Source: an optimization exercise on an open RTL-to-GDS flow (aim: small area, a short achievable clock period and few clock cycles per item). Production flows keep margins and buffers that such runs may drop.
The RTL was checked by simulation tests, not by an equivalence proof against the original design.

Setup of run 1:
==> flow/design.v (excerpt) <==
module fp_mul_sched_top (
    input  logic         clk,
    input  logic         reset_n,
    input  logic [3:0]   req_valid,
    input  logic [127:0] req_x,
    input  logic [127:0] req_y,
    output logic [3:0]   req_ready,
    output logic         res_valid,
    input  logic         res_ready,
    output logic [1:0]   res_id,
    output logic [31:0]  res_data,
    output logic [4:0]   res_flags,
    output logic         busy
);
    fp_mul_sched #(
        .EXP  (8),
        .MAN  (23),
        .NREQ (4)
    ) u_sched (
        .clk       (clk),
        .reset_n   (reset_n),
        .req_valid (req_valid),
        .req_x     (req_x),
        .req_y     (req_y),
        .req_ready (req_ready),
        .res_valid (res_valid),
        .res_ready (res_ready),
        .res_id    (res_id),
        .res_data  (res_data),
        .res_flags (res_flags),
        .busy      (busy)
    );
endmodule
For scale: about 2300 cells after synthesis, ~310 I/O pins.
==> flow/config.mk <==
export PLATFORM = sky130hd
export DESIGN_NAME = fp_mul_sched_top
export DESIGN_NICKNAME = fp_mul_sched_top
export VERILOG_FILES = /design/flow/design.v
export SDC_FILE = /design/flow/constraint.sdc
export NUM_CORES = 4
export LEC_CHECK = 0
export ABC_AREA = 1
export CAP_MARGIN = 5
export CORE_MARGIN = 2
export CORE_UTILIZATION = 40
export SETUP_SLACK_MARGIN = 4.0
export SLEW_MARGIN = 5
export SYNTH_HIERARCHICAL = 1
==> flow/constraint.sdc <==
create_clock -name core_clock -period 10.5 [get_ports {clk}]
set_input_delay 2.1000 -clock core_clock [delete_from_list [all_inputs] [get_ports {clk}]]
set_output_delay 2.1000 -clock core_clock [all_outputs]
set_load 0.01 [all_outputs]
standard.sh (not shown) runs the stock make flow with config.mk's settings and CLKGATE_MAP_FILE= SYNTH_SCRIPT=/design/flow/synth_recipe.tcl, a recipe that flattens the netlist after the stock synthesis.
==> flow/flow/run.sh <==
#!/bin/bash
# Layout flow: the standard flow (standard.sh) with two changes after synthesis:
# the port buffers are the small sky130_fd_sc_hd__buf_1 instead of the delay cell
# buffer_ports picks by default, and timing repair may swap a cell for one with a
# different footprint (MATCH_CELL_FOOTPRINT=0), so those buffers can be resized.
# Synthesis is the standard one, unchanged. Each step's output goes to its own log here.
set -uo pipefail
bash standard.sh synth > synth.log 2>&1 || exit 1
bash standard.sh "BUFFER_PORTS_ARGS=-buffer_cell sky130_fd_sc_hd__buf_1" MATCH_CELL_FOOTPRINT=0 finish > layout.log 2>&1 || exit 1
Testbench counts of run 1, summed over its fixed seeds: cycles 2,056, items 2,048.
Setup changes, run 1 to run 2
Settings: CTS_BUF_LIST now sky130_fd_sc_hd__clkbuf_4 sky130_fd_sc_hd__clkbuf_8, previously not set; PLACE_DENSITY now 0.7, previously not set; CAP_MARGIN now 20, was 5; SLEW_MARGIN now 20, was 5.
Findings:
- Run 2 has completed all stages; timing, DRC and antenna checks passed.
- Number of clock buffers in the layout sits lower in run 2 than in run 1.
- Placement-stage cell area of run 2 is on par with run 1.
- Of run 2 and run 1, the lower count of non-CTS inverters in the layout belongs to run 2.
- [run 2] final cycle utilization of the critical path rose 0.43 points relative to run 1
- Run 2 vs run 1 — final worst-path setup slack dropped 45 ps.
> inputs changed (run 2 -> run 3)
Settings: clearing CTS_BUF_LIST, which used to be sky130_fd_sc_hd__clkbuf_4 sky130_fd_sc_hd__clkbuf_8; swapping 4.0 for 4.25 in SETUP_SLACK_MARGIN; clearing PLACE_DENSITY, which used to be 0.7.
- Run 3: done, clean on timing, DRC and antenna
- Final worst-path cycle share: higher on run 2
- Run 3 has number of antenna cells inserted below what run 2 had.
- Summary of run 3 over run 2: number of setup buffers added after CTS increased 73; fraction of area in registers decreased 0.82 points.
- Run 3: final setup slack of the worst path is 210 ps higher than what run 2 reported.
- Run 3 -> run 2: top-level I/O count flat
[inputs] run 4 vs run 3
Settings: setting PLACE_DENSITY to 0.75 for the first time; changing CORE_UTILIZATION from 40 to 55; changing SETUP_SLACK_MARGIN from 4.25 to 4.0; setting CTS_BUF_LIST to sky130_fd_sc_hd__clkbuf_4 sky130_fd_sc_hd__clkbuf_8 for the first time.
Run 4 finished every step from synthesis to the final layout, and the layout passed the timing, design-rule and antenna checks. Delta (run 4 minus run 3): filler-free cell count of the finished design went down, setup slack fell by 290 ps, area growth from synthesis to layout dropped 6.9 points, tap cell instance count fell 204. Run 4 ended with less cell area than run 3.
Modified inputs, run 5 compared to run 4
Settings: PLACE_DENSITY removed (was 0.75); CORE_UTILIZATION changed from 55 to 40.
==> comparison <==
Run 5 vs run 4: synthesis-to-finish area growth up
Run 5 vs run 4, instance count: run 5 higher
The core region area of run 5 exceeds that of run 4 by 37%.
On run 5: total half-perimeter wirelength after legalization and detailed placement is 0.72% higher than what run 4 gave.
Re count of port buffers added during placement: no difference whatsoever between run 5 and run 4.
Run 5 vs run 4, capture point of the critical path: u_sched.u_mul.mq[70]$_DFFE_PP_ vs u_sched.u_mul.mq[58]$_DFFE_PP_
For the die area, run 5 came in about 37% higher than run 4 did.
The proportion of cell area spent on the clock network of run 4 and that of run 5 are within noise of each other.
[inputs] run 6 vs run 5
Settings: removing CTS_BUF_LIST (formerly sky130_fd_sc_hd__clkbuf_4 sky130_fd_sc_hd__clkbuf_8); setting GPL_ROUTABILITY_DRIVEN to 0 for the first time.
Notes after the runs:
Going from run 5 to run 6, the clock buffer count in the final layout was found to have gone up by 1.
Against run 5, via count in run 6 came out worse.
Run 6 — setup slack 7.6 ps lower, run 5 as reference

## what the ideal ports hide
The results above use ideal ports. As a check the final layouts listed here were re-extracted and re-timed, cells and wires unchanged. Step 1 sets driving cells, clkbuf_16 on the clock port and buf_2 on the other inputs (assumed; they add their load-dependent delay and slew). Step 2 also shifts input and output timing later by t, the mid clock arrival at the registers, as if the neighbouring blocks saw the same clock. a / b / c = ideal / step 1 / step 2; a / b = the first two.
run	shift t [ns]	setup WS [ns]	worst setup path after step 2	worst register clock-pin slew, ns
run 1	0.514	4.110 / 4.137 / 3.622	input to register	0.07 / 0.07
run 2	0.548	4.064 / 4.094 / 3.546	input to register	0.10 / 0.10
run 3	0.510	4.275 / 4.309 / 3.799	input to register	0.08 / 0.08
run 4	0.541	3.982 / 3.974 / 3.433	input to register	0.10 / 0.10
run 5	0.567	4.010 / 4.024 / 3.457	input to register	0.10 / 0.10
run 6	0.504	4.002 / 4.032 / 3.528	input to register	0.08 / 0.08
After both steps setup and hold are still met in every run listed. The setup slack of run 5, which loses most, moves by +0.014 ns with the drivers and by -0.553 ns with both steps.
